Context: an optimization exercise on an open-source flow, tuned for small area, a short achievable clock period and few clock cycles per item. The choices shown serve that exercise and are no tape-out recipe. Function was checked by simulation only, so behaviour that the tests miss may differ from the original.

// taylor_cos
module taylor_cos
(
   input  logic         clock,
   input  logic         reset,
   input  logic         start,
   input  logic [W-1:0] angle_in,
   output logic         ready_out,
   output logic [W-1:0] cos_out
);
Size in the first run: ~57 flip-flops, about 52 I/O pins, roughly 18000 sq um of cells after synthesis.
clock: 12.0 ns
lec_check: 0
abc_area: 1
cap_margin: 20
core_margin: 2
core_utilization: 40
gpl_routability_driven: 0
slew_margin: 20
synth_hierarchical: 1
standard.sh (not shown) runs the stock make flow with config.mk's settings and CLKGATE_MAP_FILE= SYNTH_SCRIPT=/design/flow/synth_recipe.tcl, a recipe that flattens the netlist after the stock synthesis.
==> flow/flow/run.sh <==
#!/bin/bash
set -euo pipefail
bash standard.sh SETUP_SLACK_MARGIN=5.5 "BUFFER_PORTS_ARGS=-buffer_cell sky130_fd_sc_hd__buf_1" finish > flow.log 2>&1
The first run passed the timing, design-rule and antenna checks.
Testbench counts at the start, summed over its fixed seeds: cycles 3,072, items 512.
Next try:
Settings changed: GPL_ROUTABILITY_DRIVEN 0 to unset.
Outcome: Global-route usage went up by 0.39 points. Routed wire length rises by 1.2%. Clock-buffer cell count fell by 1. Cell area is higher by about 0.5%. Area after synthesis does not change. Flip-flop and latch count does not change. Via count is about the same. Non-clock buffer count went up by 1. Worst setup slack gains 0.048 ns.
Next try:
==> flow/flow/run.sh (replaced) <==
#!/bin/bash
set -euo pipefail
bash standard.sh SETUP_SLACK_MARGIN=6.1 finish > flow.log 2>&1
=> Design area went up by 17%. Hold slack gains 0.011 ns. Core utilization goes up by 7.7 points.
Next try:
==> flow/flow/run.sh (replaced) <==
#!/bin/bash
set -euo pipefail
bash standard.sh SETUP_SLACK_MARGIN=5.8 finish > flow.log 2>&1
Effect: Global-route usage is lower by 3.8 points. First-iteration DRC count is lower by 21%. Cell area is lower by 10%. Sequential share of layout area is higher by 0.76 points. Via count is lower by 6.8%. Worst hold slack got worse by 0.0078 ns. Wire length is lower by 12%. Final cell count is lower by 2.9%.

---

taylor_cos, a different RTL version from the one above (not shown whole).
Size: about 57 flip-flops, roughly 20,000 sq um of cells after synthesis.
export LEC_CHECK = 0
export ABC_AREA = 1
export CAP_MARGIN = 20
export CORE_MARGIN = 2
export CORE_UTILIZATION = 40
export SLEW_MARGIN = 20
export SYNTH_HIERARCHICAL = 1
create_clock -name core_clock -period 12.0 [get_ports {clock}]
==> flow/flow/run.sh <==
#!/bin/bash
set -euo pipefail
bash standard.sh SETUP_SLACK_MARGIN=5.5 finish > flow.log 2>&1
Testbench counts at the start, summed over its fixed seeds: cycles 3,072, items 512.
Change:
==> flow/flow/run.sh (replaced) <==
#!/bin/bash
set -euo pipefail
bash standard.sh SETUP_SLACK_MARGIN=6.5 finish > flow.log 2>&1
Settings changed: SYNTH_HIERARCHICAL 1 to default.
Result: Routed wire length climbs by 3.1%. Count of clock-buffer cells in the layout drops by 1. Clock skew drops by 4.0 ps. Design area climbs by about 11%. Worst setup slack improves by 230 ps. Critical path depth climbs by 2. Die area drops by 9.3%. Global-route usage climbs by 4.1 points. Maximum frequency climbs by 3.8%.
Change:
==> flow/flow/run.sh (replaced) <==
#!/bin/bash
set -euo pipefail
bash standard.sh SETUP_SLACK_MARGIN=6 finish > flow.log 2>&1
Result:
- cell area went down by about 2.4%
- maximum frequency rises by about 0.6%
- die area is unchanged
- sequential share of layout area came out higher by 0.16 points
- cell count is lower by about 1%
- routed wire length goes down by about 1.4%
- setup slack improved by 37 ps
Change:
==> flow/flow/run.sh (replaced) <==
#!/bin/bash
set -euo pipefail
bash standard.sh SETUP_SLACK_MARGIN=5.75 finish > flow.log 2>&1
After rerunning:
- routed wire length decreases by 4.4%
- design area drops by about 7%

---

## build 34
taylor_cos again, from the RTL that the note above started with.
==> flow/config.mk <==
export PLATFORM = sky130hd
export DESIGN_NAME = taylor_cos
export DESIGN_NICKNAME = taylor_cos
export VERILOG_FILES = /design/flow/design.v
export SDC_FILE = /design/flow/constraint.sdc
export NUM_CORES = 4
export LEC_CHECK = 0
export ABC_AREA = 1
export CAP_MARGIN = 20
export CORE_MARGIN = 2
export CORE_UTILIZATION = 40
export SLEW_MARGIN = 20
export TNS_END_PERCENT = 10
==> flow/constraint.sdc <==
create_clock -name core_clock -period 12.0 [get_ports {clock}]
set_input_delay 2.4000 -clock core_clock [delete_from_list [all_inputs] [get_ports {clock}]]
set_output_delay 2.4000 -clock core_clock [all_outputs]
set_load 0.01 [all_outputs]
==> flow/flow/run.sh <==
#!/bin/bash
set -euo pipefail
bash standard.sh SETUP_SLACK_MARGIN=5.5 finish > flow.log 2>&1
Testbench counts of build 34, summed over its fixed seeds: cycles 3,072, items 512.
Input changes introduced in build 19 (baseline for comparison: build 34):
Settings: an added SETUP_SLACK_MARGIN of 5; a deleted TNS_END_PERCENT that had been 10.
==> flow/run.sh (new file) <==
#!/bin/bash
# synth_recipe.tcl (not shown) runs the flow's synth.tcl, then flattens the netlist and writes it again
# the make line also repeats each setting of config.mk as NAME=value (left out here)
make -C /OpenROAD-flow-scripts/flow DESIGN_CONFIG=/design/flow/config.mk WORK_HOME=/design/flow/orfs CLKGATE_MAP_FILE= SYNTH_SCRIPT=/design/flow/synth_recipe.tcl finish
removed: flow/flow/run.sh
removed: flow/standard.sh
Results
- Summary: with build 34 as the reference, non-clock buffer count in build 19 moved down by more than 10%.
- | met3 track demand over resource in global routing | build 19 vs build 34 | 0.21 points lower |
- NOTE: filler-free cell count of the finished design in build 19 falls short of that of build 34
- Looking at build 34 and build 19, the area used by sequential logic in the layout is a wash.
Changes in build 52 relative to build 19:
Settings: swapping 40 for 55 in CORE_UTILIZATION; clearing SETUP_SLACK_MARGIN, which used to be 5.
==> flow/flow/run.sh (new file) <==
#!/bin/bash
set -euo pipefail
bash standard.sh SETUP_SLACK_MARGIN=5.5 finish > flow.log 2>&1
==> flow/standard.sh (new file) <==
#!/bin/bash
# synth_recipe.tcl (not shown) runs the flow's synth.tcl, then flattens the netlist and writes it again
# the make line also repeats each setting of config.mk as NAME=value (left out here)
make -C /OpenROAD-flow-scripts/flow DESIGN_CONFIG=/design/flow/config.mk WORK_HOME=/design/flow/orfs CLKGATE_MAP_FILE= SYNTH_SCRIPT=/design/flow/synth_recipe.tcl "${@:-finish}"
removed: flow/run.sh
==> notes.md <==
Looking at total track usage across build 19 and build 52, the one that comes out lower is build 19. Taking build 19 as the reference, in build 52 via count normalized by instance count picked up an extra about 9%, number of global-route vias before repair picked up an extra about 7%.
Here is what was changed in the inputs of build 60 compared with build 52.
Settings: putting PLACE_DENSITY at 0.8 where nothing was set; swapping 55 for 40 in CORE_UTILIZATION.
Findings:
The final reports for build 60 and build 52 show number of clock buffers in the layout higher in the former. Setup WNS build 52 -> build 60: better.
### build 60 -> build 75
Settings: PLACE_DENSITY no longer set, was 0.8.
==> flow/run.sh (new file) <==
#!/bin/bash
# synth_recipe.tcl (not shown) runs the flow's synth.tcl, then flattens the netlist and writes it again
# the make line also repeats each setting of config.mk as NAME=value (left out here)
make -C /OpenROAD-flow-scripts/flow DESIGN_CONFIG=/design/flow/config.mk WORK_HOME=/design/flow/orfs CLKGATE_MAP_FILE= SYNTH_SCRIPT=/design/flow/synth_recipe.tcl finish
removed: flow/flow/run.sh
removed: flow/standard.sh
Findings:
From build 60 to build 75 the numbers moved as follows: tightest hold margin shows an increase of 17 ps, routed wire length on met3 lower, sum of routed wire segments on met1 has increased, count of pins on the block boundary level.
Build 60 → build 75: final cell count went down 62; setup slack went down 1620 ps.

## afterwards: timing with drivers on the ports
The flow's constraints put no driver on any port. The routed layouts listed below were extracted and timed again, unchanged, in two steps. Step 1 sets driving cells, clkbuf_16 on the clock port and buf_2 on the other inputs (assumed; they add their load-dependent delay and slew). Step 2 adds t to the input delays and takes it off the output delays; t is the mean of the earliest and latest rising clock arrival at the registers after step 1. Input paths then give back, and output paths get back, about the clock's delay inside the block. Slacks: no drivers / after step 1 / after step 2; pairs: no drivers / after step 1.
run | shift t [ns] | setup slack, ns | hold slack, ns | worst setup path after step 2
the first run of note 1 | 0.359 | 5.655 / 5.655 / 5.655 | 0.412 / 0.412 / 0.412 | register to register
the second run of note 1 | 0.359 | 5.703 / 5.703 / 5.703 | 0.414 / 0.414 / 0.414 | register to register
the third run of note 1 | 0.358 | 5.969 / 5.969 / 5.969 | 0.425 / 0.425 / 0.425 | register to register
the fourth run of note 1 | 0.361 | 5.883 / 5.883 / 5.883 | 0.417 / 0.417 / 0.417 | register to register
the first run of note 2 | 0.364 | 5.628 / 5.628 / 5.628 | 0.428 / 0.428 / 0.428 | register to register
the second run of note 2 | 0.379 | 5.860 / 5.860 / 5.860 | 0.443 / 0.443 / 0.443 | register to register
the third run of note 2 | 0.376 | 5.897 / 5.897 / 5.897 | 0.480 / 0.480 / 0.480 | register to register
the fourth run of note 2 | 0.370 | 5.835 / 5.835 / 5.835 | 0.459 / 0.459 / 0.459 | register to register
build 34 | 0.375 | 5.586 / 5.586 / 5.586 | 0.424 / 0.424 / 0.424 | register to register
build 19 | 0.357 | 5.102 / 5.102 / 5.102 | 0.466 / 0.466 / 0.466 | register to register
build 52 | 0.379 | 5.606 / 5.606 / 5.606 | 0.441 / 0.441 / 0.441 | register to register
build 60 | 0.365 | 5.633 / 5.633 / 5.633 | 0.455 / 0.455 / 0.455 | register to register
build 75 | 0.361 | 4.011 / 4.011 / 4.011 | 0.472 / 0.472 / 0.472 | register to register
After both steps setup and hold are still met in every run listed.
